From an optimization exercise on the open Yosys and OpenROAD flow, aimed at small area, a short achievable clock period and few clock cycles per item; shortcuts taken in it are not production practice. No functional check of the RTL was part of any run shown here. Power and IR drop assume default switching activity.

==> design/flow/design.v <==
`timescale 1ns/100ps
package conv_cfg_pkg;
    localparam int INPUT_HEIGHT  = 4;
    localparam int KERNEL_HEIGHT = 3;
    localparam int KERNEL_WIDTH  = 2;
    localparam int OUT_ROWS      = INPUT_HEIGHT - KERNEL_HEIGHT + 1;
    localparam int NUM_STEPS     = KERNEL_HEIGHT * KERNEL_WIDTH + 1;  
    localparam int NUM_CHANNELS  = 2;
    localparam int WORD_WIDTH = 16;
    localparam int ACC_WIDTH  = 32;
    typedef logic signed [WORD_WIDTH-1:0]     word_t;   
    typedef logic signed [ACC_WIDTH-1:0]      acc_t;    
    typedef logic [$clog2(NUM_STEPS)-1:0]     step_t;   
    localparam word_t WORD_MAX = 16'sh7fff;
    localparam logic [NUM_CHANNELS*NUM_STEPS*WORD_WIDTH-1:0] CONV_WEIGHTS = {
        -16'sd3,   
        -16'sd1,   
        16'sd2,   
        16'sd0,   
        16'sd1,   
        16'sd1,   
        -16'sd2,   
        16'sd5,   
        16'sd1,   
        16'sd0,   
        16'sd3,   
        -16'sd1,   
        16'sd2,   
        16'sd1    
    };
endpackage
`timescale 1ns/100ps
package conv_if_pkg;
    localparam int IF_INPUT_HEIGHT = 4;
    localparam int IF_KERNEL_WIDTH = 2;
    localparam int IF_OUT_ROWS     = 2;
    localparam int IF_WORD_WIDTH   = 16;
    localparam int IF_ACC_WIDTH    = 32;
    typedef struct packed {
        logic signed [IF_INPUT_HEIGHT-1:0][IF_KERNEL_WIDTH-1:0][IF_WORD_WIDTH-1:0] pixels;
    } window_t;
    typedef struct packed {
        logic signed [IF_OUT_ROWS-1:0][IF_ACC_WIDTH-1:0] sums;
    } channel_out_t;
    typedef struct packed {
        logic signed [IF_OUT_ROWS-1:0][IF_WORD_WIDTH-1:0] rows;
    } result_t;
    typedef logic [1:0] credit_cnt_t;
    localparam credit_cnt_t IN_CREDITS  = 2'd2;
    localparam credit_cnt_t OUT_CREDITS = 2'd2;
endpackage
`timescale 1ns/100ps
module conv_pair_top (
    input  logic                 clk_i,
    input  logic                 reset_i,
    input  logic                 win_valid_i,
    input  logic [127:0]         win_i,            
    output logic                 credit_o,
    input  logic                 credit_i,
    output logic                 result_valid_o,
    output logic [31:0]          result_o          
);
    logic [1:0][16:0] row_raw;     
    logic [127:0]     win_d;       
    logic             win_valid_d;
    logic [15:0] pa0, pb0, pc0, pd0;
    logic s0_1;
    logic c0_2;
    logic s0_3;
    logic c0_4;
    logic s0_5;
    logic c0_6;
    logic s0_7;
    logic c0_8;
    logic s0_9;
    logic c0_10;
    logic s0_11;
    logic c0_12;
    logic s0_13;
    logic c0_14;
    logic s0_15;
    logic c0_16;
    logic s0_17;
    logic c0_18;
    logic s0_19;
    logic c0_20;
    logic s0_21;
    logic c0_22;
    logic s0_23;
    logic c0_24;
    logic s0_25;
    logic c0_26;
    logic s0_27;
    logic c0_28;
    logic s0_29;
    logic c0_30;
    logic s0_31;
    logic c0_32;
    logic s0_33;
    logic c0_34;
    logic s0_35;
    logic c0_36;
    logic s0_37;
    logic c0_38;
    logic s0_39;
    logic c0_40;
    logic s0_41;
    logic c0_42;
    logic s0_43;
    logic c0_44;
    logic s0_45;
    logic c0_46;
    logic s0_47;
    logic c0_48;
    logic s0_49;
    logic c0_50;
    logic s0_51;
    logic c0_52;
    logic s0_53;
    logic c0_54;
    logic s0_55;
    logic c0_56;
    logic s0_57;
    logic c0_58;
    logic s0_59;
    logic c0_60;
    logic s0_61;
    logic c0_62;
    logic s0_63;
    logic c0_64;
    logic s0_65;
    logic c0_66;
    logic s0_67;
    logic c0_68;
    logic s0_69;
    logic c0_70;
    logic s0_71;
    logic c0_72;
    logic s0_73;
    logic c0_74;
    logic s0_75;
    logic c0_76;
    logic s0_77;
    logic c0_78;
    logic s0_79;
    logic c0_80;
    logic s0_81;
    logic c0_82;
    logic s0_83;
    logic c0_84;
    logic s0_85;
    logic c0_86;
    logic s0_87;
    logic c0_88;
    logic s0_89;
    logic c0_90;
    logic s0_91;
    logic c0_92;
    logic s0_93;
    logic c0_94;
    logic s0_95;
    logic c0_96;
    logic s0_97;
    logic c0_98;
    logic s0_99;
    logic c0_100;
    logic s0_101;
    logic c0_102;
    logic s0_103;
    logic c0_104;
    logic s0_105;
    logic c0_106;
    logic s0_107;
    logic c0_108;
    logic s0_109;
    logic c0_110;
    logic s0_111;
    logic c0_112;
    logic s0_113;
    logic c0_114;
    logic s0_115;
    logic c0_116;
    logic s0_117;
    logic c0_118;
    logic s0_119;
    logic c0_120;
    logic s0_121;
    logic c0_122;
    logic s0_123;
    logic c0_124;
    logic s0_125;
    logic c0_126;
    logic s0_127;
    logic c0_128;
    logic s0_129;
    logic c0_130;
    logic s0_131;
    logic c0_132;
    logic s0_133;
    logic c0_134;
    logic s0_135;
    logic c0_136;
    logic s0_137;
    logic c0_138;
    logic s0_139;
    logic c0_140;
    logic s0_141;
    logic c0_142;
    logic s0_143;
    logic c0_144;
    logic s0_145;
    logic c0_146;
    logic s0_147;
    logic c0_148;
    logic s0_149;
    logic c0_150;
    logic s0_151;
    logic c0_152;
    logic s0_153;
    logic c0_154;
    logic s0_155;
    logic c0_156;
    logic s0_157;
    logic c0_158;
    logic s0_159;
    logic c0_160;
    logic s0_161;
    logic c0_162;
    logic s0_163;
    logic c0_164;
    logic [19:0] x0, y0, sum0;
    logic [19:0] g0, p0, gg0;
    logic G0_165;
    logic P0_166;
    logic G0_167;
    logic P0_168;
    logic G0_169;
    logic P0_170;
    logic G0_171;
    logic P0_172;
    logic G0_173;
    logic P0_174;
    logic G0_175;
    logic P0_176;
    logic G0_177;
    logic P0_178;
    logic G0_179;
    logic P0_180;
    logic G0_181;
    logic P0_182;
    logic G0_183;
    logic P0_184;
    logic G0_185;
    logic P0_186;
    logic G0_187;
    logic P0_188;
    logic G0_189;
    logic P0_190;
    logic G0_191;
    logic P0_192;
    logic G0_193;
    logic P0_194;
    logic G0_195;
    logic P0_196;
    logic G0_197;
    logic P0_198;
    logic G0_199;
    logic P0_200;
    logic G0_201;
    logic P0_202;
    logic G0_203;
    logic P0_204;
    logic G0_205;
    logic P0_206;
    logic G0_207;
    logic P0_208;
    logic G0_209;
    logic P0_210;
    logic G0_211;
    logic P0_212;
    logic G0_213;
    logic P0_214;
    logic G0_215;
    logic P0_216;
    logic G0_217;
    logic P0_218;
    logic G0_219;
    logic P0_220;
    logic G0_221;
    logic P0_222;
    logic G0_223;
    logic P0_224;
    logic G0_225;
    logic P0_226;
    logic G0_227;
    logic P0_228;
    logic G0_229;
    logic P0_230;
    logic [15:0] pa1, pb1, pc1, pd1;
    logic s1_231;
    logic c1_232;
    logic s1_233;
    logic c1_234;
    logic s1_235;
    logic c1_236;
    logic s1_237;
    logic c1_238;
    logic s1_239;
    logic c1_240;
    logic s1_241;
    logic c1_242;
    logic s1_243;
    logic c1_244;
    logic s1_245;
    logic c1_246;
    logic s1_247;
    logic c1_248;
    logic s1_249;
    logic c1_250;
    logic s1_251;
    logic c1_252;
    logic s1_253;
    logic c1_254;
    logic s1_255;
    logic c1_256;
    logic s1_257;
    logic c1_258;
    logic s1_259;
    logic c1_260;
    logic s1_261;
    logic c1_262;
    logic s1_263;
    logic c1_264;
    logic s1_265;
    logic c1_266;
    logic s1_267;
    logic c1_268;
    logic s1_269;
    logic c1_270;
    logic s1_271;
    logic c1_272;
    logic s1_273;
    logic c1_274;
    logic s1_275;
    logic c1_276;
    logic s1_277;
    logic c1_278;
    logic s1_279;
    logic c1_280;
    logic s1_281;
    logic c1_282;
    logic s1_283;
    logic c1_284;
    logic s1_285;
    logic c1_286;
    logic s1_287;
    logic c1_288;
    logic s1_289;
    logic c1_290;
    logic s1_291;
    logic c1_292;
    logic s1_293;
    logic c1_294;
    logic s1_295;
    logic c1_296;
    logic s1_297;
    logic c1_298;
    logic s1_299;
    logic c1_300;
    logic s1_301;
    logic c1_302;
    logic s1_303;
    logic c1_304;
    logic s1_305;
    logic c1_306;
    logic s1_307;
    logic c1_308;
    logic s1_309;
    logic c1_310;
    logic s1_311;
    logic c1_312;
    logic s1_313;
    logic c1_314;
    logic s1_315;
    logic c1_316;
    logic s1_317;
    logic c1_318;
    logic s1_319;
    logic c1_320;
    logic s1_321;
    logic c1_322;
    logic s1_323;
    logic c1_324;
    logic s1_325;
    logic c1_326;
    logic s1_327;
    logic c1_328;
    logic s1_329;
    logic c1_330;
    logic s1_331;
    logic c1_332;
    logic s1_333;
    logic c1_334;
    logic s1_335;
    logic c1_336;
    logic s1_337;
    logic c1_338;
    logic s1_339;
    logic c1_340;
    logic s1_341;
    logic c1_342;
    logic s1_343;
    logic c1_344;
    logic s1_345;
    logic c1_346;
    logic s1_347;
    logic c1_348;
    logic s1_349;
    logic c1_350;
    logic s1_351;
    logic c1_352;
    logic s1_353;
    logic c1_354;
    logic s1_355;
    logic c1_356;
    logic s1_357;
    logic c1_358;
    logic s1_359;
    logic c1_360;
    logic s1_361;
    logic c1_362;
    logic s1_363;
    logic c1_364;
    logic s1_365;
    logic c1_366;
    logic s1_367;
    logic c1_368;
    logic s1_369;
    logic c1_370;
    logic s1_371;
    logic c1_372;
    logic s1_373;
    logic c1_374;
    logic s1_375;
    logic c1_376;
    logic s1_377;
    logic c1_378;
    logic s1_379;
    logic c1_380;
    logic s1_381;
    logic c1_382;
    logic s1_383;
    logic c1_384;
    logic s1_385;
    logic c1_386;
    logic s1_387;
    logic c1_388;
    logic s1_389;
    logic c1_390;
    logic s1_391;
    logic c1_392;
    logic s1_393;
    logic c1_394;
    logic [19:0] x1, y1, sum1;
    logic [19:0] g1, p1, gg1;
    logic G1_395;
    logic P1_396;
    logic G1_397;
    logic P1_398;
    logic G1_399;
    logic P1_400;
    logic G1_401;
    logic P1_402;
    logic G1_403;
    logic P1_404;
    logic G1_405;
    logic P1_406;
    logic G1_407;
    logic P1_408;
    logic G1_409;
    logic P1_410;
    logic G1_411;
    logic P1_412;
    logic G1_413;
    logic P1_414;
    logic G1_415;
    logic P1_416;
    logic G1_417;
    logic P1_418;
    logic G1_419;
    logic P1_420;
    logic G1_421;
    logic P1_422;
    logic G1_423;
    logic P1_424;
    logic G1_425;
    logic P1_426;
    logic G1_427;
    logic P1_428;
    logic G1_429;
    logic P1_430;
    logic G1_431;
    logic P1_432;
    logic G1_433;
    logic P1_434;
    logic G1_435;
    logic P1_436;
    logic G1_437;
    logic P1_438;
    logic G1_439;
    logic P1_440;
    logic G1_441;
    logic P1_442;
    logic G1_443;
    logic P1_444;
    logic G1_445;
    logic P1_446;
    logic G1_447;
    logic P1_448;
    logic G1_449;
    logic P1_450;
    logic G1_451;
    logic P1_452;
    logic G1_453;
    logic P1_454;
    logic G1_455;
    logic P1_456;
    logic G1_457;
    logic P1_458;
    logic G1_459;
    logic P1_460;
    assign win_d       = win_i;
    assign win_valid_d = win_valid_i;
    assign pa0 = win_d[0 +: 16];       
    assign pb0 = win_d[16 +: 16];     
    assign pc0 = win_d[48 +: 16];     
    assign pd0 = win_d[64 +: 16];     
    conv_ha i_s0_1 (.a(~pa0[1]), .b(pb0[1]), .s(s0_1), .co(c0_2));
    conv_ha i_s0_3 (.a(~pa0[2]), .b(pb0[2]), .s(s0_3), .co(c0_4));
    conv_ha i_s0_5 (.a(~pa0[3]), .b(pb0[3]), .s(s0_5), .co(c0_6));
    conv_ha i_s0_7 (.a(~pa0[4]), .b(pb0[4]), .s(s0_7), .co(c0_8));
    conv_ha i_s0_9 (.a(~pa0[5]), .b(pb0[5]), .s(s0_9), .co(c0_10));
    conv_ha i_s0_11 (.a(~pa0[6]), .b(pb0[6]), .s(s0_11), .co(c0_12));
    conv_ha i_s0_13 (.a(~pa0[7]), .b(pb0[7]), .s(s0_13), .co(c0_14));
    conv_ha i_s0_15 (.a(~pa0[8]), .b(pb0[8]), .s(s0_15), .co(c0_16));
    conv_ha i_s0_17 (.a(~pa0[9]), .b(pb0[9]), .s(s0_17), .co(c0_18));
    conv_ha i_s0_19 (.a(~pa0[10]), .b(pb0[10]), .s(s0_19), .co(c0_20));
    conv_ha i_s0_21 (.a(~pa0[11]), .b(pb0[11]), .s(s0_21), .co(c0_22));
    conv_ha i_s0_23 (.a(~pa0[12]), .b(pb0[12]), .s(s0_23), .co(c0_24));
    conv_ha i_s0_25 (.a(~pa0[13]), .b(pb0[13]), .s(s0_25), .co(c0_26));
    conv_ha i_s0_27 (.a(~pa0[14]), .b(pb0[14]), .s(s0_27), .co(c0_28));
    conv_fa i_s0_29 (.a(pa0[15]), .b(~pb0[15]), .c(pb0[14]), .s(s0_29), .co(c0_30));
    conv_fa i_s0_31 (.a(s0_1), .b(pb0[0]), .c(pc0[1]), .s(s0_31), .co(c0_32));
    conv_fa i_s0_33 (.a(s0_3), .b(pb0[1]), .c(pc0[2]), .s(s0_33), .co(c0_34));
    conv_ha i_s0_35 (.a(pc0[1]), .b(pd0[1]), .s(s0_35), .co(c0_36));
    conv_fa i_s0_37 (.a(s0_5), .b(pb0[2]), .c(pc0[3]), .s(s0_37), .co(c0_38));
    conv_fa i_s0_39 (.a(pc0[2]), .b(pd0[2]), .c(c0_4), .s(s0_39), .co(c0_40));
    conv_fa i_s0_41 (.a(s0_7), .b(pb0[3]), .c(pc0[4]), .s(s0_41), .co(c0_42));
    conv_fa i_s0_43 (.a(pc0[3]), .b(pd0[3]), .c(c0_6), .s(s0_43), .co(c0_44));
    conv_fa i_s0_45 (.a(s0_9), .b(pb0[4]), .c(pc0[5]), .s(s0_45), .co(c0_46));
    conv_fa i_s0_47 (.a(pc0[4]), .b(pd0[4]), .c(c0_8), .s(s0_47), .co(c0_48));
    conv_fa i_s0_49 (.a(s0_11), .b(pb0[5]), .c(pc0[6]), .s(s0_49), .co(c0_50));
    conv_fa i_s0_51 (.a(pc0[5]), .b(pd0[5]), .c(c0_10), .s(s0_51), .co(c0_52));
    conv_fa i_s0_53 (.a(s0_13), .b(pb0[6]), .c(pc0[7]), .s(s0_53), .co(c0_54));
    conv_fa i_s0_55 (.a(pc0[6]), .b(pd0[6]), .c(c0_12), .s(s0_55), .co(c0_56));
    conv_fa i_s0_57 (.a(s0_15), .b(pb0[7]), .c(pc0[8]), .s(s0_57), .co(c0_58));
    conv_fa i_s0_59 (.a(pc0[7]), .b(pd0[7]), .c(c0_14), .s(s0_59), .co(c0_60));
    conv_fa i_s0_61 (.a(s0_17), .b(pb0[8]), .c(pc0[9]), .s(s0_61), .co(c0_62));
    conv_fa i_s0_63 (.a(pc0[8]), .b(pd0[8]), .c(c0_16), .s(s0_63), .co(c0_64));
    conv_fa i_s0_65 (.a(s0_19), .b(pb0[9]), .c(pc0[10]), .s(s0_65), .co(c0_66));
    conv_fa i_s0_67 (.a(pc0[9]), .b(pd0[9]), .c(c0_18), .s(s0_67), .co(c0_68));
    conv_fa i_s0_69 (.a(s0_21), .b(pb0[10]), .c(pc0[11]), .s(s0_69), .co(c0_70));
    conv_fa i_s0_71 (.a(pc0[10]), .b(pd0[10]), .c(c0_20), .s(s0_71), .co(c0_72));
    conv_fa i_s0_73 (.a(s0_23), .b(pb0[11]), .c(pc0[12]), .s(s0_73), .co(c0_74));
    conv_fa i_s0_75 (.a(pc0[11]), .b(pd0[11]), .c(c0_22), .s(s0_75), .co(c0_76));
    conv_fa i_s0_77 (.a(s0_25), .b(pb0[12]), .c(pc0[13]), .s(s0_77), .co(c0_78));
    conv_fa i_s0_79 (.a(pc0[12]), .b(pd0[12]), .c(c0_24), .s(s0_79), .co(c0_80));
    conv_fa i_s0_81 (.a(s0_27), .b(pb0[13]), .c(pc0[14]), .s(s0_81), .co(c0_82));
    conv_fa i_s0_83 (.a(pc0[13]), .b(pd0[13]), .c(c0_26), .s(s0_83), .co(c0_84));
    conv_fa i_s0_85 (.a(s0_29), .b(~pc0[15]), .c(pc0[14]), .s(s0_85), .co(c0_86));
    assign s0_87 = ~(pd0[14] ^ c0_28);
    assign c0_88 = pd0[14] | c0_28;
    conv_fa i_s0_89 (.a(~pb0[15]), .b(~pc0[15]), .c(~pd0[15]), .s(s0_89), .co(c0_90));
    assign s0_91 = ~c0_30;
    assign c0_92 = c0_30;
    conv_ha i_s0_93 (.a(~pa0[0]), .b(pb0[0]), .s(s0_93), .co(c0_94));
    conv_fa i_s0_95 (.a(s0_31), .b(pc0[0]), .c(pd0[0]), .s(s0_95), .co(c0_96));
    conv_fa i_s0_97 (.a(s0_33), .b(s0_35), .c(c0_2), .s(s0_97), .co(c0_98));
    conv_fa i_s0_99 (.a(s0_37), .b(s0_39), .c(c0_34), .s(s0_99), .co(c0_100));
    conv_fa i_s0_101 (.a(s0_41), .b(s0_43), .c(c0_38), .s(s0_101), .co(c0_102));
    conv_fa i_s0_103 (.a(s0_45), .b(s0_47), .c(c0_42), .s(s0_103), .co(c0_104));
    conv_fa i_s0_105 (.a(s0_49), .b(s0_51), .c(c0_46), .s(s0_105), .co(c0_106));
    conv_fa i_s0_107 (.a(s0_53), .b(s0_55), .c(c0_50), .s(s0_107), .co(c0_108));
    conv_fa i_s0_109 (.a(s0_57), .b(s0_59), .c(c0_54), .s(s0_109), .co(c0_110));
    conv_fa i_s0_111 (.a(s0_61), .b(s0_63), .c(c0_58), .s(s0_111), .co(c0_112));
    conv_fa i_s0_113 (.a(s0_65), .b(s0_67), .c(c0_62), .s(s0_113), .co(c0_114));
    conv_fa i_s0_115 (.a(s0_69), .b(s0_71), .c(c0_66), .s(s0_115), .co(c0_116));
    conv_fa i_s0_117 (.a(s0_73), .b(s0_75), .c(c0_70), .s(s0_117), .co(c0_118));
    conv_fa i_s0_119 (.a(s0_77), .b(s0_79), .c(c0_74), .s(s0_119), .co(c0_120));
    conv_fa i_s0_121 (.a(s0_81), .b(s0_83), .c(c0_78), .s(s0_121), .co(c0_122));
    conv_fa i_s0_123 (.a(s0_85), .b(s0_87), .c(c0_82), .s(s0_123), .co(c0_124));
    conv_fa i_s0_125 (.a(s0_89), .b(s0_91), .c(c0_86), .s(s0_125), .co(c0_126));
    assign s0_127 = ~c0_90;
    assign c0_128 = c0_90;
    conv_ha i_s0_129 (.a(s0_93), .b(pc0[0]), .s(s0_129), .co(c0_130));
    assign s0_131 = ~(s0_95 ^ c0_94);
    assign c0_132 = s0_95 | c0_94;
    conv_fa i_s0_133 (.a(s0_97), .b(c0_32), .c(c0_96), .s(s0_133), .co(c0_134));
    conv_fa i_s0_135 (.a(s0_99), .b(c0_36), .c(c0_98), .s(s0_135), .co(c0_136));
    conv_fa i_s0_137 (.a(s0_101), .b(c0_40), .c(c0_100), .s(s0_137), .co(c0_138));
    conv_fa i_s0_139 (.a(s0_103), .b(c0_44), .c(c0_102), .s(s0_139), .co(c0_140));
    conv_fa i_s0_141 (.a(s0_105), .b(c0_48), .c(c0_104), .s(s0_141), .co(c0_142));
    conv_fa i_s0_143 (.a(s0_107), .b(c0_52), .c(c0_106), .s(s0_143), .co(c0_144));
    conv_fa i_s0_145 (.a(s0_109), .b(c0_56), .c(c0_108), .s(s0_145), .co(c0_146));
    conv_fa i_s0_147 (.a(s0_111), .b(c0_60), .c(c0_110), .s(s0_147), .co(c0_148));
    conv_fa i_s0_149 (.a(s0_113), .b(c0_64), .c(c0_112), .s(s0_149), .co(c0_150));
    conv_fa i_s0_151 (.a(s0_115), .b(c0_68), .c(c0_114), .s(s0_151), .co(c0_152));
    conv_fa i_s0_153 (.a(s0_117), .b(c0_72), .c(c0_116), .s(s0_153), .co(c0_154));
    conv_fa i_s0_155 (.a(s0_119), .b(c0_76), .c(c0_118), .s(s0_155), .co(c0_156));
    conv_fa i_s0_157 (.a(s0_121), .b(c0_80), .c(c0_120), .s(s0_157), .co(c0_158));
    conv_fa i_s0_159 (.a(s0_123), .b(c0_84), .c(c0_122), .s(s0_159), .co(c0_160));
    conv_fa i_s0_161 (.a(s0_125), .b(c0_88), .c(c0_124), .s(s0_161), .co(c0_162));
    conv_fa i_s0_163 (.a(s0_127), .b(c0_92), .c(c0_126), .s(s0_163), .co(c0_164));
    assign x0[0] = s0_129;
    assign y0[0] = 1'b1;
    assign x0[1] = s0_131;
    assign y0[1] = c0_130;
    assign x0[2] = s0_133;
    assign y0[2] = c0_132;
    assign x0[3] = s0_135;
    assign y0[3] = c0_134;
    assign x0[4] = s0_137;
    assign y0[4] = c0_136;
    assign x0[5] = s0_139;
    assign y0[5] = c0_138;
    assign x0[6] = s0_141;
    assign y0[6] = c0_140;
    assign x0[7] = s0_143;
    assign y0[7] = c0_142;
    assign x0[8] = s0_145;
    assign y0[8] = c0_144;
    assign x0[9] = s0_147;
    assign y0[9] = c0_146;
    assign x0[10] = s0_149;
    assign y0[10] = c0_148;
    assign x0[11] = s0_151;
    assign y0[11] = c0_150;
    assign x0[12] = s0_153;
    assign y0[12] = c0_152;
    assign x0[13] = s0_155;
    assign y0[13] = c0_154;
    assign x0[14] = s0_157;
    assign y0[14] = c0_156;
    assign x0[15] = s0_159;
    assign y0[15] = c0_158;
    assign x0[16] = s0_161;
    assign y0[16] = c0_160;
    assign x0[17] = s0_163;
    assign y0[17] = c0_162;
    assign x0[18] = c0_128;
    assign y0[18] = c0_164;
    assign x0[19] = 1'b1;
    assign y0[19] = 1'b0;
    assign g0 = x0 & y0;
    assign p0 = x0 ^ y0;
    assign G0_165 = g0[1] | (p0[1] & g0[0]);
    assign P0_166 = p0[1] & p0[0];
    assign G0_167 = g0[3] | (p0[3] & g0[2]);
    assign P0_168 = p0[3] & p0[2];
    assign G0_169 = g0[5] | (p0[5] & g0[4]);
    assign P0_170 = p0[5] & p0[4];
    assign G0_171 = g0[7] | (p0[7] & g0[6]);
    assign P0_172 = p0[7] & p0[6];
    assign G0_173 = g0[9] | (p0[9] & g0[8]);
    assign P0_174 = p0[9] & p0[8];
    assign G0_175 = g0[11] | (p0[11] & g0[10]);
    assign P0_176 = p0[11] & p0[10];
    assign G0_177 = g0[13] | (p0[13] & g0[12]);
    assign P0_178 = p0[13] & p0[12];
    assign G0_179 = g0[15] | (p0[15] & g0[14]);
    assign P0_180 = p0[15] & p0[14];
    assign G0_181 = g0[17] | (p0[17] & g0[16]);
    assign P0_182 = p0[17] & p0[16];
    assign G0_183 = g0[19] | (p0[19] & g0[18]);
    assign P0_184 = p0[19] & p0[18];
    assign G0_185 = G0_167 | (P0_168 & G0_165);
    assign P0_186 = P0_168 & P0_166;
    assign G0_187 = G0_171 | (P0_172 & G0_169);
    assign P0_188 = P0_172 & P0_170;
    assign G0_189 = G0_175 | (P0_176 & G0_173);
    assign P0_190 = P0_176 & P0_174;
    assign G0_191 = G0_179 | (P0_180 & G0_177);
    assign P0_192 = P0_180 & P0_178;
    assign G0_193 = G0_183 | (P0_184 & G0_181);
    assign P0_194 = P0_184 & P0_182;
    assign G0_195 = G0_187 | (P0_188 & G0_185);
    assign P0_196 = P0_188 & P0_186;
    assign G0_197 = G0_191 | (P0_192 & G0_189);
    assign P0_198 = P0_192 & P0_190;
    assign G0_199 = G0_197 | (P0_198 & G0_195);
    assign P0_200 = P0_198 & P0_196;
    assign G0_201 = G0_189 | (P0_190 & G0_195);
    assign P0_202 = P0_190 & P0_196;
    assign G0_203 = G0_193 | (P0_194 & G0_199);
    assign P0_204 = P0_194 & P0_200;
    assign G0_205 = G0_169 | (P0_170 & G0_185);
    assign P0_206 = P0_170 & P0_186;
    assign G0_207 = G0_173 | (P0_174 & G0_195);
    assign P0_208 = P0_174 & P0_196;
    assign G0_209 = G0_177 | (P0_178 & G0_201);
    assign P0_210 = P0_178 & P0_202;
    assign G0_211 = G0_181 | (P0_182 & G0_199);
    assign P0_212 = P0_182 & P0_200;
    assign G0_213 = g0[2] | (p0[2] & G0_165);
    assign P0_214 = p0[2] & P0_166;
    assign G0_215 = g0[4] | (p0[4] & G0_185);
    assign P0_216 = p0[4] & P0_186;
    assign G0_217 = g0[6] | (p0[6] & G0_205);
    assign P0_218 = p0[6] & P0_206;
    assign G0_219 = g0[8] | (p0[8] & G0_195);
    assign P0_220 = p0[8] & P0_196;
    assign G0_221 = g0[10] | (p0[10] & G0_207);
    assign P0_222 = p0[10] & P0_208;
    assign G0_223 = g0[12] | (p0[12] & G0_201);
    assign P0_224 = p0[12] & P0_202;
    assign G0_225 = g0[14] | (p0[14] & G0_209);
    assign P0_226 = p0[14] & P0_210;
    assign G0_227 = g0[16] | (p0[16] & G0_199);
    assign P0_228 = p0[16] & P0_200;
    assign G0_229 = g0[18] | (p0[18] & G0_211);
    assign P0_230 = p0[18] & P0_212;
    assign gg0[0] = g0[0];
    assign gg0[1] = G0_165;
    assign gg0[2] = G0_213;
    assign gg0[3] = G0_185;
    assign gg0[4] = G0_215;
    assign gg0[5] = G0_205;
    assign gg0[6] = G0_217;
    assign gg0[7] = G0_195;
    assign gg0[8] = G0_219;
    assign gg0[9] = G0_207;
    assign gg0[10] = G0_221;
    assign gg0[11] = G0_201;
    assign gg0[12] = G0_223;
    assign gg0[13] = G0_209;
    assign gg0[14] = G0_225;
    assign gg0[15] = G0_199;
    assign gg0[16] = G0_227;
    assign gg0[17] = G0_211;
    assign gg0[18] = G0_229;
    assign gg0[19] = G0_203;
    assign sum0 = p0 ^ {gg0[18:0], 1'b0};
    assign row_raw[0] = {sum0[19], |sum0[18:15], sum0[14:0]};   
    assign pa1 = win_d[32 +: 16];       
    assign pb1 = win_d[48 +: 16];     
    assign pc1 = win_d[80 +: 16];     
    assign pd1 = win_d[96 +: 16];     
    conv_ha i_s1_231 (.a(~pa1[1]), .b(pb1[1]), .s(s1_231), .co(c1_232));
    conv_ha i_s1_233 (.a(~pa1[2]), .b(pb1[2]), .s(s1_233), .co(c1_234));
    conv_ha i_s1_235 (.a(~pa1[3]), .b(pb1[3]), .s(s1_235), .co(c1_236));
    conv_ha i_s1_237 (.a(~pa1[4]), .b(pb1[4]), .s(s1_237), .co(c1_238));
    conv_ha i_s1_239 (.a(~pa1[5]), .b(pb1[5]), .s(s1_239), .co(c1_240));
    conv_ha i_s1_241 (.a(~pa1[6]), .b(pb1[6]), .s(s1_241), .co(c1_242));
    conv_ha i_s1_243 (.a(~pa1[7]), .b(pb1[7]), .s(s1_243), .co(c1_244));
    conv_ha i_s1_245 (.a(~pa1[8]), .b(pb1[8]), .s(s1_245), .co(c1_246));
    conv_ha i_s1_247 (.a(~pa1[9]), .b(pb1[9]), .s(s1_247), .co(c1_248));
    conv_ha i_s1_249 (.a(~pa1[10]), .b(pb1[10]), .s(s1_249), .co(c1_250));
    conv_ha i_s1_251 (.a(~pa1[11]), .b(pb1[11]), .s(s1_251), .co(c1_252));
    conv_ha i_s1_253 (.a(~pa1[12]), .b(pb1[12]), .s(s1_253), .co(c1_254));
    conv_ha i_s1_255 (.a(~pa1[13]), .b(pb1[13]), .s(s1_255), .co(c1_256));
    conv_ha i_s1_257 (.a(~pa1[14]), .b(pb1[14]), .s(s1_257), .co(c1_258));
    conv_fa i_s1_259 (.a(pa1[15]), .b(~pb1[15]), .c(pb1[14]), .s(s1_259), .co(c1_260));
    conv_fa i_s1_261 (.a(s1_231), .b(pb1[0]), .c(pc1[1]), .s(s1_261), .co(c1_262));
    conv_fa i_s1_263 (.a(s1_233), .b(pb1[1]), .c(pc1[2]), .s(s1_263), .co(c1_264));
    conv_ha i_s1_265 (.a(pc1[1]), .b(pd1[1]), .s(s1_265), .co(c1_266));
    conv_fa i_s1_267 (.a(s1_235), .b(pb1[2]), .c(pc1[3]), .s(s1_267), .co(c1_268));
    conv_fa i_s1_269 (.a(pc1[2]), .b(pd1[2]), .c(c1_234), .s(s1_269), .co(c1_270));
    conv_fa i_s1_271 (.a(s1_237), .b(pb1[3]), .c(pc1[4]), .s(s1_271), .co(c1_272));
    conv_fa i_s1_273 (.a(pc1[3]), .b(pd1[3]), .c(c1_236), .s(s1_273), .co(c1_274));
    conv_fa i_s1_275 (.a(s1_239), .b(pb1[4]), .c(pc1[5]), .s(s1_275), .co(c1_276));
    conv_fa i_s1_277 (.a(pc1[4]), .b(pd1[4]), .c(c1_238), .s(s1_277), .co(c1_278));
    conv_fa i_s1_279 (.a(s1_241), .b(pb1[5]), .c(pc1[6]), .s(s1_279), .co(c1_280));
    conv_fa i_s1_281 (.a(pc1[5]), .b(pd1[5]), .c(c1_240), .s(s1_281), .co(c1_282));
    conv_fa i_s1_283 (.a(s1_243), .b(pb1[6]), .c(pc1[7]), .s(s1_283), .co(c1_284));
    conv_fa i_s1_285 (.a(pc1[6]), .b(pd1[6]), .c(c1_242), .s(s1_285), .co(c1_286));
    conv_fa i_s1_287 (.a(s1_245), .b(pb1[7]), .c(pc1[8]), .s(s1_287), .co(c1_288));
    conv_fa i_s1_289 (.a(pc1[7]), .b(pd1[7]), .c(c1_244), .s(s1_289), .co(c1_290));
    conv_fa i_s1_291 (.a(s1_247), .b(pb1[8]), .c(pc1[9]), .s(s1_291), .co(c1_292));
    conv_fa i_s1_293 (.a(pc1[8]), .b(pd1[8]), .c(c1_246), .s(s1_293), .co(c1_294));
    conv_fa i_s1_295 (.a(s1_249), .b(pb1[9]), .c(pc1[10]), .s(s1_295), .co(c1_296));
    conv_fa i_s1_297 (.a(pc1[9]), .b(pd1[9]), .c(c1_248), .s(s1_297), .co(c1_298));
    conv_fa i_s1_299 (.a(s1_251), .b(pb1[10]), .c(pc1[11]), .s(s1_299), .co(c1_300));
    conv_fa i_s1_301 (.a(pc1[10]), .b(pd1[10]), .c(c1_250), .s(s1_301), .co(c1_302));
    conv_fa i_s1_303 (.a(s1_253), .b(pb1[11]), .c(pc1[12]), .s(s1_303), .co(c1_304));
    conv_fa i_s1_305 (.a(pc1[11]), .b(pd1[11]), .c(c1_252), .s(s1_305), .co(c1_306));
    conv_fa i_s1_307 (.a(s1_255), .b(pb1[12]), .c(pc1[13]), .s(s1_307), .co(c1_308));
    conv_fa i_s1_309 (.a(pc1[12]), .b(pd1[12]), .c(c1_254), .s(s1_309), .co(c1_310));
    conv_fa i_s1_311 (.a(s1_257), .b(pb1[13]), .c(pc1[14]), .s(s1_311), .co(c1_312));
    conv_fa i_s1_313 (.a(pc1[13]), .b(pd1[13]), .c(c1_256), .s(s1_313), .co(c1_314));
    conv_fa i_s1_315 (.a(s1_259), .b(~pc1[15]), .c(pc1[14]), .s(s1_315), .co(c1_316));
    assign s1_317 = ~(pd1[14] ^ c1_258);
    assign c1_318 = pd1[14] | c1_258;
    conv_fa i_s1_319 (.a(~pb1[15]), .b(~pc1[15]), .c(~pd1[15]), .s(s1_319), .co(c1_320));
    assign s1_321 = ~c1_260;
    assign c1_322 = c1_260;
    conv_ha i_s1_323 (.a(~pa1[0]), .b(pb1[0]), .s(s1_323), .co(c1_324));
    conv_fa i_s1_325 (.a(s1_261), .b(pc1[0]), .c(pd1[0]), .s(s1_325), .co(c1_326));
    conv_fa i_s1_327 (.a(s1_263), .b(s1_265), .c(c1_232), .s(s1_327), .co(c1_328));
    conv_fa i_s1_329 (.a(s1_267), .b(s1_269), .c(c1_264), .s(s1_329), .co(c1_330));
    conv_fa i_s1_331 (.a(s1_271), .b(s1_273), .c(c1_268), .s(s1_331), .co(c1_332));
    conv_fa i_s1_333 (.a(s1_275), .b(s1_277), .c(c1_272), .s(s1_333), .co(c1_334));
    conv_fa i_s1_335 (.a(s1_279), .b(s1_281), .c(c1_276), .s(s1_335), .co(c1_336));
    conv_fa i_s1_337 (.a(s1_283), .b(s1_285), .c(c1_280), .s(s1_337), .co(c1_338));
    conv_fa i_s1_339 (.a(s1_287), .b(s1_289), .c(c1_284), .s(s1_339), .co(c1_340));
    conv_fa i_s1_341 (.a(s1_291), .b(s1_293), .c(c1_288), .s(s1_341), .co(c1_342));
    conv_fa i_s1_343 (.a(s1_295), .b(s1_297), .c(c1_292), .s(s1_343), .co(c1_344));
    conv_fa i_s1_345 (.a(s1_299), .b(s1_301), .c(c1_296), .s(s1_345), .co(c1_346));
    conv_fa i_s1_347 (.a(s1_303), .b(s1_305), .c(c1_300), .s(s1_347), .co(c1_348));
    conv_fa i_s1_349 (.a(s1_307), .b(s1_309), .c(c1_304), .s(s1_349), .co(c1_350));
    conv_fa i_s1_351 (.a(s1_311), .b(s1_313), .c(c1_308), .s(s1_351), .co(c1_352));
    conv_fa i_s1_353 (.a(s1_315), .b(s1_317), .c(c1_312), .s(s1_353), .co(c1_354));
    conv_fa i_s1_355 (.a(s1_319), .b(s1_321), .c(c1_316), .s(s1_355), .co(c1_356));
    assign s1_357 = ~c1_320;
    assign c1_358 = c1_320;
    conv_ha i_s1_359 (.a(s1_323), .b(pc1[0]), .s(s1_359), .co(c1_360));
    assign s1_361 = ~(s1_325 ^ c1_324);
    assign c1_362 = s1_325 | c1_324;
    conv_fa i_s1_363 (.a(s1_327), .b(c1_262), .c(c1_326), .s(s1_363), .co(c1_364));
    conv_fa i_s1_365 (.a(s1_329), .b(c1_266), .c(c1_328), .s(s1_365), .co(c1_366));
    conv_fa i_s1_367 (.a(s1_331), .b(c1_270), .c(c1_330), .s(s1_367), .co(c1_368));
    conv_fa i_s1_369 (.a(s1_333), .b(c1_274), .c(c1_332), .s(s1_369), .co(c1_370));
    conv_fa i_s1_371 (.a(s1_335), .b(c1_278), .c(c1_334), .s(s1_371), .co(c1_372));
    conv_fa i_s1_373 (.a(s1_337), .b(c1_282), .c(c1_336), .s(s1_373), .co(c1_374));
    conv_fa i_s1_375 (.a(s1_339), .b(c1_286), .c(c1_338), .s(s1_375), .co(c1_376));
    conv_fa i_s1_377 (.a(s1_341), .b(c1_290), .c(c1_340), .s(s1_377), .co(c1_378));
    conv_fa i_s1_379 (.a(s1_343), .b(c1_294), .c(c1_342), .s(s1_379), .co(c1_380));
    conv_fa i_s1_381 (.a(s1_345), .b(c1_298), .c(c1_344), .s(s1_381), .co(c1_382));
    conv_fa i_s1_383 (.a(s1_347), .b(c1_302), .c(c1_346), .s(s1_383), .co(c1_384));
    conv_fa i_s1_385 (.a(s1_349), .b(c1_306), .c(c1_348), .s(s1_385), .co(c1_386));
    conv_fa i_s1_387 (.a(s1_351), .b(c1_310), .c(c1_350), .s(s1_387), .co(c1_388));
    conv_fa i_s1_389 (.a(s1_353), .b(c1_314), .c(c1_352), .s(s1_389), .co(c1_390));
    conv_fa i_s1_391 (.a(s1_355), .b(c1_318), .c(c1_354), .s(s1_391), .co(c1_392));
    conv_fa i_s1_393 (.a(s1_357), .b(c1_322), .c(c1_356), .s(s1_393), .co(c1_394));
    assign x1[0] = s1_359;
    assign y1[0] = 1'b1;
    assign x1[1] = s1_361;
    assign y1[1] = c1_360;
    assign x1[2] = s1_363;
    assign y1[2] = c1_362;
    assign x1[3] = s1_365;
    assign y1[3] = c1_364;
    assign x1[4] = s1_367;
    assign y1[4] = c1_366;
    assign x1[5] = s1_369;
    assign y1[5] = c1_368;
    assign x1[6] = s1_371;
    assign y1[6] = c1_370;
    assign x1[7] = s1_373;
    assign y1[7] = c1_372;
    assign x1[8] = s1_375;
    assign y1[8] = c1_374;
    assign x1[9] = s1_377;
    assign y1[9] = c1_376;
    assign x1[10] = s1_379;
    assign y1[10] = c1_378;
    assign x1[11] = s1_381;
    assign y1[11] = c1_380;
    assign x1[12] = s1_383;
    assign y1[12] = c1_382;
    assign x1[13] = s1_385;
    assign y1[13] = c1_384;
    assign x1[14] = s1_387;
    assign y1[14] = c1_386;
    assign x1[15] = s1_389;
    assign y1[15] = c1_388;
    assign x1[16] = s1_391;
    assign y1[16] = c1_390;
    assign x1[17] = s1_393;
    assign y1[17] = c1_392;
    assign x1[18] = c1_358;
    assign y1[18] = c1_394;
    assign x1[19] = 1'b1;
    assign y1[19] = 1'b0;
    assign g1 = x1 & y1;
    assign p1 = x1 ^ y1;
    assign G1_395 = g1[1] | (p1[1] & g1[0]);
    assign P1_396 = p1[1] & p1[0];
    assign G1_397 = g1[3] | (p1[3] & g1[2]);
    assign P1_398 = p1[3] & p1[2];
    assign G1_399 = g1[5] | (p1[5] & g1[4]);
    assign P1_400 = p1[5] & p1[4];
    assign G1_401 = g1[7] | (p1[7] & g1[6]);
    assign P1_402 = p1[7] & p1[6];
    assign G1_403 = g1[9] | (p1[9] & g1[8]);
    assign P1_404 = p1[9] & p1[8];
    assign G1_405 = g1[11] | (p1[11] & g1[10]);
    assign P1_406 = p1[11] & p1[10];
    assign G1_407 = g1[13] | (p1[13] & g1[12]);
    assign P1_408 = p1[13] & p1[12];
    assign G1_409 = g1[15] | (p1[15] & g1[14]);
    assign P1_410 = p1[15] & p1[14];
    assign G1_411 = g1[17] | (p1[17] & g1[16]);
    assign P1_412 = p1[17] & p1[16];
    assign G1_413 = g1[19] | (p1[19] & g1[18]);
    assign P1_414 = p1[19] & p1[18];
    assign G1_415 = G1_397 | (P1_398 & G1_395);
    assign P1_416 = P1_398 & P1_396;
    assign G1_417 = G1_401 | (P1_402 & G1_399);
    assign P1_418 = P1_402 & P1_400;
    assign G1_419 = G1_405 | (P1_406 & G1_403);
    assign P1_420 = P1_406 & P1_404;
    assign G1_421 = G1_409 | (P1_410 & G1_407);
    assign P1_422 = P1_410 & P1_408;
    assign G1_423 = G1_413 | (P1_414 & G1_411);
    assign P1_424 = P1_414 & P1_412;
    assign G1_425 = G1_417 | (P1_418 & G1_415);
    assign P1_426 = P1_418 & P1_416;
    assign G1_427 = G1_421 | (P1_422 & G1_419);
    assign P1_428 = P1_422 & P1_420;
    assign G1_429 = G1_427 | (P1_428 & G1_425);
    assign P1_430 = P1_428 & P1_426;
    assign G1_431 = G1_419 | (P1_420 & G1_425);
    assign P1_432 = P1_420 & P1_426;
    assign G1_433 = G1_423 | (P1_424 & G1_429);
    assign P1_434 = P1_424 & P1_430;
    assign G1_435 = G1_399 | (P1_400 & G1_415);
    assign P1_436 = P1_400 & P1_416;
    assign G1_437 = G1_403 | (P1_404 & G1_425);
    assign P1_438 = P1_404 & P1_426;
    assign G1_439 = G1_407 | (P1_408 & G1_431);
    assign P1_440 = P1_408 & P1_432;
    assign G1_441 = G1_411 | (P1_412 & G1_429);
    assign P1_442 = P1_412 & P1_430;
    assign G1_443 = g1[2] | (p1[2] & G1_395);
    assign P1_444 = p1[2] & P1_396;
    assign G1_445 = g1[4] | (p1[4] & G1_415);
    assign P1_446 = p1[4] & P1_416;
    assign G1_447 = g1[6] | (p1[6] & G1_435);
    assign P1_448 = p1[6] & P1_436;
    assign G1_449 = g1[8] | (p1[8] & G1_425);
    assign P1_450 = p1[8] & P1_426;
    assign G1_451 = g1[10] | (p1[10] & G1_437);
    assign P1_452 = p1[10] & P1_438;
    assign G1_453 = g1[12] | (p1[12] & G1_431);
    assign P1_454 = p1[12] & P1_432;
    assign G1_455 = g1[14] | (p1[14] & G1_439);
    assign P1_456 = p1[14] & P1_440;
    assign G1_457 = g1[16] | (p1[16] & G1_429);
    assign P1_458 = p1[16] & P1_430;
    assign G1_459 = g1[18] | (p1[18] & G1_441);
    assign P1_460 = p1[18] & P1_442;
    assign gg1[0] = g1[0];
    assign gg1[1] = G1_395;
    assign gg1[2] = G1_443;
    assign gg1[3] = G1_415;
    assign gg1[4] = G1_445;
    assign gg1[5] = G1_435;
    assign gg1[6] = G1_447;
    assign gg1[7] = G1_425;
    assign gg1[8] = G1_449;
    assign gg1[9] = G1_437;
    assign gg1[10] = G1_451;
    assign gg1[11] = G1_431;
    assign gg1[12] = G1_453;
    assign gg1[13] = G1_439;
    assign gg1[14] = G1_455;
    assign gg1[15] = G1_429;
    assign gg1[16] = G1_457;
    assign gg1[17] = G1_441;
    assign gg1[18] = G1_459;
    assign gg1[19] = G1_433;
    assign sum1 = p1 ^ {gg1[18:0], 1'b0};
    assign row_raw[1] = {sum1[19], |sum1[18:15], sum1[14:0]};   
    logic [1:0][33:0] entry;
    logic [1:0]       entry_valid;
    logic             wr_ptr;
    logic             rd_ptr;
    logic [1:0]       out_credits;
    logic             send;
    logic [33:0]      head;
    logic [1:0][14:0] head_sat;
    assign send           = entry_valid[rd_ptr] && (out_credits != 2'd0);
    assign result_valid_o = send;
    assign credit_o       = send;
    assign head           = entry[rd_ptr];
    for (genvar r = 0; r < 2; r++) begin : g_sat
        assign head_sat[r] = head[17 * r + 16] ? 15'd0 : head[17 * r + 15] ? 15'h7fff : head[17 * r +: 15];
    end
    assign result_o       = {1'b0, head_sat[1], 1'b0, head_sat[0]};
    always_ff @(posedge clk_i) begin
        if (reset_i) begin
            entry_valid <= 2'b00;
            wr_ptr      <= 1'b0;
            rd_ptr      <= 1'b0;
            out_credits <= 2'd2;
        end else begin
            if (win_valid_d) begin
                entry_valid[wr_ptr] <= 1'b1;
                wr_ptr              <= !wr_ptr;
            end
            if (send) begin
                entry_valid[rd_ptr] <= 1'b0;
                rd_ptr              <= !rd_ptr;
            end
            case ({send, credit_i})
                2'b10:   out_credits <= out_credits - 1'b1;
                2'b01:   out_credits <= out_credits + 1'b1;
                default: out_credits <= out_credits;
            endcase
        end
    end
    always_ff @(posedge clk_i) begin
        if (win_valid_d) begin
            entry[wr_ptr] <= row_raw;
        end
    end
endmodule
module conv_fa (
    input  logic a,
    input  logic b,
    input  logic c,
    output logic s,
    output logic co
);
    assign s  = a ^ b ^ c;
    assign co = (a & b) | (a & c) | (b & c);
endmodule
module conv_ha (
    input  logic a,
    input  logic b,
    output logic s,
    output logic co
);
    assign s  = a ^ b;
    assign co = a & b;
endmodule
==> design/flow/flow/run.sh <==
#!/bin/bash
# Standard layout (the standard.sh, all ORFS steps), except that the port buffers are
# buf_2 cells instead of the delay buffers buffer_ports picks by default.
# Each tool's full output is in orfs/logs/; make's own output is in make.log.
set -euo pipefail
bash standard.sh BUFFER_PORTS_ARGS="-buffer_cell sky130_fd_sc_hd__buf_2" finish > make.log 2>&1
==> design/flow/standard.sh <==
#!/bin/bash
# synth_recipe.tcl (not shown) runs the flow's synth.tcl, then flattens the netlist and writes it again
# the make line also repeats each setting of config.mk as NAME=value (left out here)
make -C /OpenROAD-flow-scripts/flow DESIGN_CONFIG=/design/flow/config.mk WORK_HOME=/design/flow/orfs CLKGATE_MAP_FILE= SYNTH_SCRIPT=/design/flow/synth_recipe.tcl "${@:-finish}"
==> design/flow/config.mk <==
export PLATFORM = sky130hd
export DESIGN_NAME = conv_pair_top
export DESIGN_NICKNAME = conv_pair_top
export VERILOG_FILES = /design/flow/design.v
export SDC_FILE = /design/flow/constraint.sdc
export NUM_CORES = 4
export LEC_CHECK = 0
export CAP_MARGIN = 20
export CORE_MARGIN = 2
export CORE_UTILIZATION = 40
export SETUP_SLACK_MARGIN = 4.5
export SLEW_MARGIN = 20
export SYNTH_HIERARCHICAL = 1
export SYNTH_MINIMUM_KEEP_SIZE = 0
==> design/flow/constraint.sdc <==
create_clock -name core_clock -period 10.0 [get_ports {clk_i}]
set_input_delay 2.0000 -clock core_clock [delete_from_list [all_inputs] [get_ports {clk_i}]]
set_output_delay 2.0000 -clock core_clock [all_outputs]
set_load 0.01 [all_outputs]
==> summary.md, run 1 <==
| Metric | Value |
|---|---|
| Final nets | `1133` |
| Post-synthesis mux area share | `0.0435` |
| Post-Synth Adder-Cell Area | `0.474` |
| Pwr dens | `317 mW/mm^2` |
| Vias in the first global route | `5692` |
| Multi-input gate area | `0.00599 mm^2` |
| Share of layout cells above drive strength 1 | `0.372` |
| IO Pins | `166` |
| Fillers | `1728` |
| Final clock period utilization by the worst path | `0.612` |
| Synth Flop Type | `edfxtp_1` |
| Total track usage | `0.168` |
| Sequential-to-total area share from yosys stat | `0.275` |
| N_diodes | `0` |
| Leakage Power | `4.22 nW` |
| Total congestion overflow | `0` |
| Clk Latency, worst-skew pair | `0.33 ns` |
| CTS tree | `done` |
| 1st-iter DRT viols | `156` |
| Core area | `0.0194 mm^2` |
| Setup crit start kind | `input port` |
| Drt first pass iters | `4` |
| Number of flops mapped to enable cells by yosys | `68` |
| Crit-path max FO | `4` |
| CTS max path bufs | `2` |
| Post-DP HPWL | `13.5 mm` |
| Max-cap viol count | `0` |
| Reg area | `0.00217 mm^2` |
| Vias per cell | `4.81` |
| Drt drc | `0` |
| #FFs+latches synth | `74` |
| Die H | `144 um` |
| Relative slew margins | `0.343` |
| Setup TNS | `0 ns` |
| Placed instance count | `1020` |
| Final core occ | `0.521` |
| CTS H-tree lvls | `3` |
| Chip Width | `144 um` |
| Max Freq | `163 MHz` |
| Hold Vio Cnt, Final | `0` |
| Worst-path clk slew | `0.06 ns` |
| Root Driver | `clkbuf_16` |
| GP Congestion | `0.777` |
| Vias post-DR | `5079` |
| HP Class | `reg2reg` |
| Rows | `51` |
| Post-Place Cell Area | `0.00915 mm^2` |
| DIE AREA | `0.0208 mm^2` |
| Clk_skew | `0.00387 ns` |
| # port buffers | `147` |
| Synth cell types | `44` |
| RSZ-0062 raised after global routing | `true` |
| ANT nets after route | `0` |
| Simple-Gate Fraction of Synth Area | `0.0683` |
| Clock Sinks | `74` |
| Routed wire length | `16.7 mm` |
| Cts bufs inserted | `9` |
| Final setup violation count | `0` |
| Syn. warnings | `7` |
| Critical Path RT | `10.08 ns` |
| Post-route cell area | `0.0101 mm^2` |
| Worst Tran Pin Value | `0.967 ns` |
| Largest family of logic cells by synthesized area | `adder cells` |
| Worst Setup End Kind | `flip-flop` |
| Initial cell density of the core | `0.406` |
| FFs w/ async S/R, synth | `0` |
| Post-route insts no fill | `1056` |
| Status | `no timing/DRC/antenna violations` |
| Mapped Cells | `622` |
| Compound-Gate Fraction of Synth Area | `0.0702` |
| Mapped Area | `0.00788 mm^2` |
| Syn_area_per_cell | `12.7 um^2` |
| Arr. time, crit path | `6.20 ns` |
| Worst IR Drop VDD | `0.124 mV` |
| Slew Viols, Final | `0` |
| DR WL/cell | `15.8 um` |
| Antenna violations before repair | `0` |
| Xor and xnor fraction of the mapped netlist area | `0.0211` |
| CP Class | `in2reg` |
| Fin crit period | `6.12 ns` |
| Largest net degree at the start of global routing | `70` |
| First-pass GRT wire length | `27.2 mm` |
| Area Growth Syn to Fin | `28.4%` |
## logic make-up after synthesis
group / after synthesis
compound gates: 88
buf+inv: 96
xor+xnor: 19
other cells: 1
mux: 34
flops: 74
simple gates: 97
fa+ha+maj: 213
## power by group
part           internal (mW)  leakage [nW]  switching [mW]  total [mW]
Sequential             0.511         0.693          0.0297       0.540
Combinational           1.16          3.40            1.20        2.36
Clock                  0.190         0.129           0.118       0.308
Total                   1.86          4.22            1.35        3.20
## cell type report
class | count | share of cell area
clock buffer | 9 | 0.0223
timing repair buffer | 172 | 0.101
inverter | 78 | 0.0318
sequential | 74 | 0.214
tap | 265 | 0.0328
clock inverter | 5 | 0.00569
multi-input combinational | 453 | 0.592
## stage by stage
| stage | power, mW | hold WS [ns] | worst slack (ns) |
|---|---|---|---|
| floorplan | 1.95 | 0.465 | 3.70 |
| global placement | 2.44 | 0.488 | 3.34 |
| detailed placement | 2.50 | 0.506 | 3.26 |
| CTS | 2.99 | 0.518 | 3.85 |
| global route | 3.51 | 0.561 | 3.78 |
| finish | 3.20 | 0.518 | 3.88 |
## critical path, cell delays in order
cell      delay [ns]
buf_6           0.10
inv_4           0.05
ha_4            0.20
fa_2            0.57
fa_1            0.45
fa_1            0.47
ha_1            0.30
o211ai_1        0.08
o21a_2          0.26
a211o_4         0.39
a31oi_4         0.19
fa_2            0.47
or4_4           0.53
and2_4          0.15
## synthesized netlist by cell type (2+ instances only)
cell type | instances | area (um^2)
a21o_1 | 7 | 52.6
o21a_1 | 4 | 30.0
nand3_1 | 2 | 10.0
o211ai_1 | 3 | 22.5
mux2i_1 | 32 | 320
and2_1 | 24 | 150
xor2_1 | 9 | 78.8
o21ai_0 | 12 | 60.1
a31oi_1 | 3 | 18.8
nor2b_1 | 34 | 213
fa_1 | 142 | 2840
buf_2 | 6 | 30.0
xnor2_1 | 10 | 87.6
a211o_1 | 2 | 17.5
clkbuf_1 | 9 | 33.8
nand2_1 | 6 | 22.5
buf_4 | 3 | 22.5
edfxtp_1 | 68 | 2040
nand2b_1 | 2 | 12.5
inv_1 | 78 | 293
a21oi_1 | 41 | 205
nor2_1 | 24 | 90.1
mux2_2 | 2 | 22.5
a211oi_1 | 3 | 22.5
dfxtp_1 | 6 | 120
o21bai_1 | 2 | 15.0
ha_1 | 71 | 888
## cells in the final DEF, fill, tap and decap left out, types with 4 or more instances in the layout
cell type   count
a21o_1          7
a21oi_1        35
a21oi_2         5
and2_1         22
buf_2         135
buf_4          24
buf_6          10
clkbuf_16       9
clkinvlp_4      4
dfxtp_1         4
edfxtp_1       68
fa_1          120
fa_2           22
ha_1           43
ha_4           28
inv_1          65
inv_2           5
inv_4           5
mux2i_1        31
nand2_1         5
nor2_1         22
nor2b_1        33
o21ai_0         6
o21ai_2         5
xnor2_1         7
xor2_1          8
## path summary, 6_finish.rpt
check | slack, ns | endpoint | cells after the start | start
setup / recovery | 3.88 | flip-flop | 14 | win_i[36]
hold / removal | 0.52 | entry_valid[1] | 1 | entry_valid[1]
setup reg to reg | 7.61 | out_credits[1] | 7 | rd_ptr
hold reg to reg | 0.52 | entry_valid[1] | 1 | entry_valid[1]
## repair_timing
action / 4_1_cts / 5_1_grt
endpoints found under the setup margin: 24 / 36
setup buffers: 11 / 10
pin swaps: 31 / 35
cloned: 0 / 0
hold buffers: 0 / 0
gates resized for setup: 44 / 52
## Yosys stat by module, one instance, submodules excluded
module	flops+latches	cells	times used
conv_fa	0	1	122
conv_pair_top	74	466	1
conv_ha	0	1	34
## metal layers
layer / share of wire / vias to the layer above / track usage
li1: - / 2410 / -
met1: 0.42 / 2546 / 0.211
met2: 0.54 / 113 / 0.313
met3: 0.032 / 10 / 0.0182
met4: 0.0077 / 0 / 0.0373
met5: 0 / - / 0
==> run 2, diff against run 1 <==
--- a/design/flow/config.mk
+++ b/design/flow/config.mk
@@ -8,7 +8,7 @@
 export CAP_MARGIN = 20
 export CORE_MARGIN = 2
 export CORE_UTILIZATION = 40
-export SETUP_SLACK_MARGIN = 4.5
+export SETUP_SLACK_MARGIN = 4.0
 export SLEW_MARGIN = 20
 export SYNTH_HIERARCHICAL = 1
 export SYNTH_MINIMUM_KEEP_SIZE = 0
==> summary.md, run 2 <==
| Metric | Value |
|---|---|
| Status | `no timing/DRC/antenna violations` |
| Sequential-to-total area share from yosys stat | `0.275` |
| Total congestion overflow | `0` |
| Final nets | `1130` |
| Hold-fix buffers, CTS | `0` |
| Max Freq | `163 MHz` |
| Post-synth top cells | `fa_1, inv_1, ha_1` |
| Pwr dens | `309 mW/mm^2` |
| DIE AREA | `0.0208 mm^2` |
| Critical Path RT | `10.08 ns` |
| Clk_skew | `0.00506 ns` |
| Mapped Cells | `622` |
| Worst-path clk slew | `0.06 ns` |
| Setup TNS | `0 ns` |
| Worst IR Drop VDD | `0.147 mV` |
| Switching Power | `1.31 mW` |
| Rows | `51` |
| Vias per cell | `4.88` |
| Chip Width | `144 um` |
| Crit-path max FO | `4` |
| Top cells by area, synth | `fa_1, edfxtp_1, ha_1` |
| Critical path depth | `14` |
| Hold Vio Cnt, Final | `0` |
| Clock Power Share | `0.091` |
| Synth cell types | `44` |
| Largest net degree at the start of global routing | `70` |
| RSZ-0062 raised after global routing | `true` |
| Arr. time, crit path | `6.22 ns` |
| Post-synth top area cell | `fa_1` |
| FFs w/ async S/R, synth | `0` |
| Count leader, synth | `fa_1` |
| Setup crit start kind | `input port` |
| ANT nets after route | `0` |
| Commonest non-fill, non-tap cell in the layout | `buf_2` |
| Vias post-DR | `5147` |
| R2R cell count | `7` |
| Antenna violations before repair | `0` |
| Syn. warnings | `7` |
| Crit-path slowest cell | `or4_4` |
| CTS H-tree lvls | `3` |
| #FFs+latches synth | `74` |
| GP Congestion | `0.788` |
| Clk Latency, worst-skew pair | `0.32 ns` |
| DR WL/cell | `15.9 um` |
| Buf+Inv Stages, Crit Path | `2` |
| Beginning of the worst hold path | `entry_valid[1]` |
| Core area | `0.0194 mm^2` |
| HP Class | `reg2reg` |
| Worst Tran Pin Value | `1.04 ns` |
| Comb pwr share | `0.732` |
| Area Growth Syn to Fin | `26.0%` |
| Post-DP HPWL | `13.5 mm` |
| Relative slew margins | `0.308` |
| Syn_area_per_cell | `12.7 um^2` |
| Drt first pass iters | `4` |
| Yosys top cell area share | `0.361` |
| Cell repeated most along the worst path | `fa_1` |
| CP Cell Sequence | `buf_6, inv_2, ha_4, fa_1, fa_1, fa_1, ha_4, o211ai_1, o21a_2, a211o_4, a31oi_4, fa_2, or4_4, and2_1` |
| Drt drc | `0` |
| Root Driver | `clkbuf_16` |
| Crit path launch | `win_i[37]` |
| Worst Setup End Kind | `flip-flop` |
| Min Hold Slack | `0.557 ns` |
| Number of flops mapped to enable cells by yosys | `68` |
| Clock Sinks | `74` |
| Vias in the first global route | `5742` |
| 1st-iter DRT viols | `167` |
| IO Pins | `166` |
| CP max stage delay | `0.56 ns` |
| CP Class | `in2reg` |
| CTS max path bufs | `2` |
| Final clock period utilization by the worst path | `0.615` |
| Switching share of total power | `0.426` |
| Max-cap viol count | `0` |
| WHS Path Cells | `1` |
| Total track usage | `0.168` |
| Routed wire length | `16.7 mm` |
| Synth Flop Type | `edfxtp_1` |
| Top Family by Delay on Critical Path | `adder cells` |
| CTS tree | `done` |
| Fin crit period | `6.15 ns` |
| Final setup violation count | `0` |
| Internal Power | `1.76 mW` |
| Reg2Reg Launch Point | `rd_ptr` |
| First-pass GRT wire length | `27.5 mm` |
| Commonest cells after routing, fill and taps aside | `buf_2, fa_1, inv_1` |
| # port buffers | `147` |
| Slew Viols, Final | `0` |
| N_diodes | `0` |
| Die H | `144 um` |
| Mapped Area | `0.00788 mm^2` |
| Leakage Power | `4.17 nW` |
| Initial cell density of the core | `0.406` |
| Flop pwr share | `0.177` |
| Share of layout cells above drive strength 1 | `0.327` |
| Cts bufs inserted | `9` |
-- run 2: cell families after synthesis --
family	Yosys count	synth area share
and+or+nand+nor	97	0.0683
muxes	34	0.0435
xor gates and xnor gates	19	0.0211
other	1	0.000476
AOI/OAI and AO/OA	88	0.0702
DFF	74	0.275
buffers and inverters	96	0.0481
adders and majority gates	213	0.474
-- run 2: cell type report --
cell class                 count  area (um^2)
clock buffer                  10          229
clock inverter                 5         32.5
fill                        1728         9470
inverter                      78          297
multi-input combinational    453         5890
sequential                    74         2170
tap                          265          332
timing repair buffer         169          980
-- run 2: what timing repair did --
item / in CTS / in global routing
setup buffers: 16 / 3
setup endpoints to repair: 9 / 4
endpoints found under the hold margin: 0 / 0
pin swaps: 76 / 22
resized for setup: 69 / 31
-- run 2: path summary, 6_finish.rpt --
kind                    end  slack (ns)
max               flip-flop        3.85
min          entry_valid[1]        0.56
max reg2reg  out_credits[1]        7.62
min reg2reg  entry_valid[1]        0.56
-- run 2: per-module statistics from Yosys, one instance, submodules excluded --
| module | cell area (um^2) | flip-flops and latches | cells inside | times used |
|---|---|---|---|---|
| conv_ha | 12.5 | 0 | 1 | 34 |
| conv_fa | 20.0 | 0 | 1 | 122 |
| conv_pair_top | 5010 | 74 | 466 | 1 |
-- run 2: power groups by stage --
stage / registers [mW] / logic (mW) / clock network (mW)
3_3_place_gp: 0.545 / 1.80 / 0
6_report: 0.543 / 2.25 / 0.281
2_1_floorplan: 0.534 / 1.34 / 0
3_5_place_dp: 0.550 / 1.85 / 0
4_1_cts: 0.545 / 2.14 / 0.283
5_1_grt: 0.554 / 2.50 / 0.294
-- run 2: routing by layer --
layer,track usage,up-vias,part of all wire,wire [um]
met5,0,-,0,0
met4,0.0317,0,0.011,182
met3,0.0175,13,0.032,528
met2,0.309,124,0.53,8850
met1,0.217,2608,0.43,7170
li1,-,2402,-,-
-- run 2: metrics by stage --
stage | total power [mW] | cell area [um^2] | utilization | setup WS, ns | std cells
floorplan | 1.87 | 7880 | - | 3.69 | 623
global placement | 2.34 | 8900 | 0.459 | 3.20 | 1020
detailed placement | 2.40 | 8900 | 0.459 | 3.12 | 1020
CTS | 2.97 | 9730 | 0.501 | 3.87 | 1051
global route | 3.35 | 9920 | 0.512 | 3.77 | 1054
finish | 3.07 | 9920 | 0.512 | 3.85 | 1054

[what the ideal ports hide]
The flow's constraints put no driver on any port. The routed layouts listed below were extracted and timed again, unchanged, in two steps.
Step 1 assumes that a clkbuf_16 drives the clock port and a buf_2 every other input.
Step 2, shift: input delay + t, output delay - t, t = (earliest + latest rising clock arrival at the registers) / 2. This alone moves slack from input paths to output paths.
Three values: ideal, step 1, step 2; two values: the first two.
run | t, ns | slack for setup (ns) | latest minus earliest clock arrival (ns) | cell pins on the clock port's net
run 1 | 0.358 | 3.882 / 3.880 / 3.522 | 0.006 / 0.006 | 1
run 2 | 0.357 | 3.851 / 3.842 / 3.485 | 0.008 / 0.007 | 1
After both steps setup and hold are still met in every run listed. The setup slack of run 2, which loses most, moves by -0.009 ns with the drivers and by -0.366 ns with both steps.
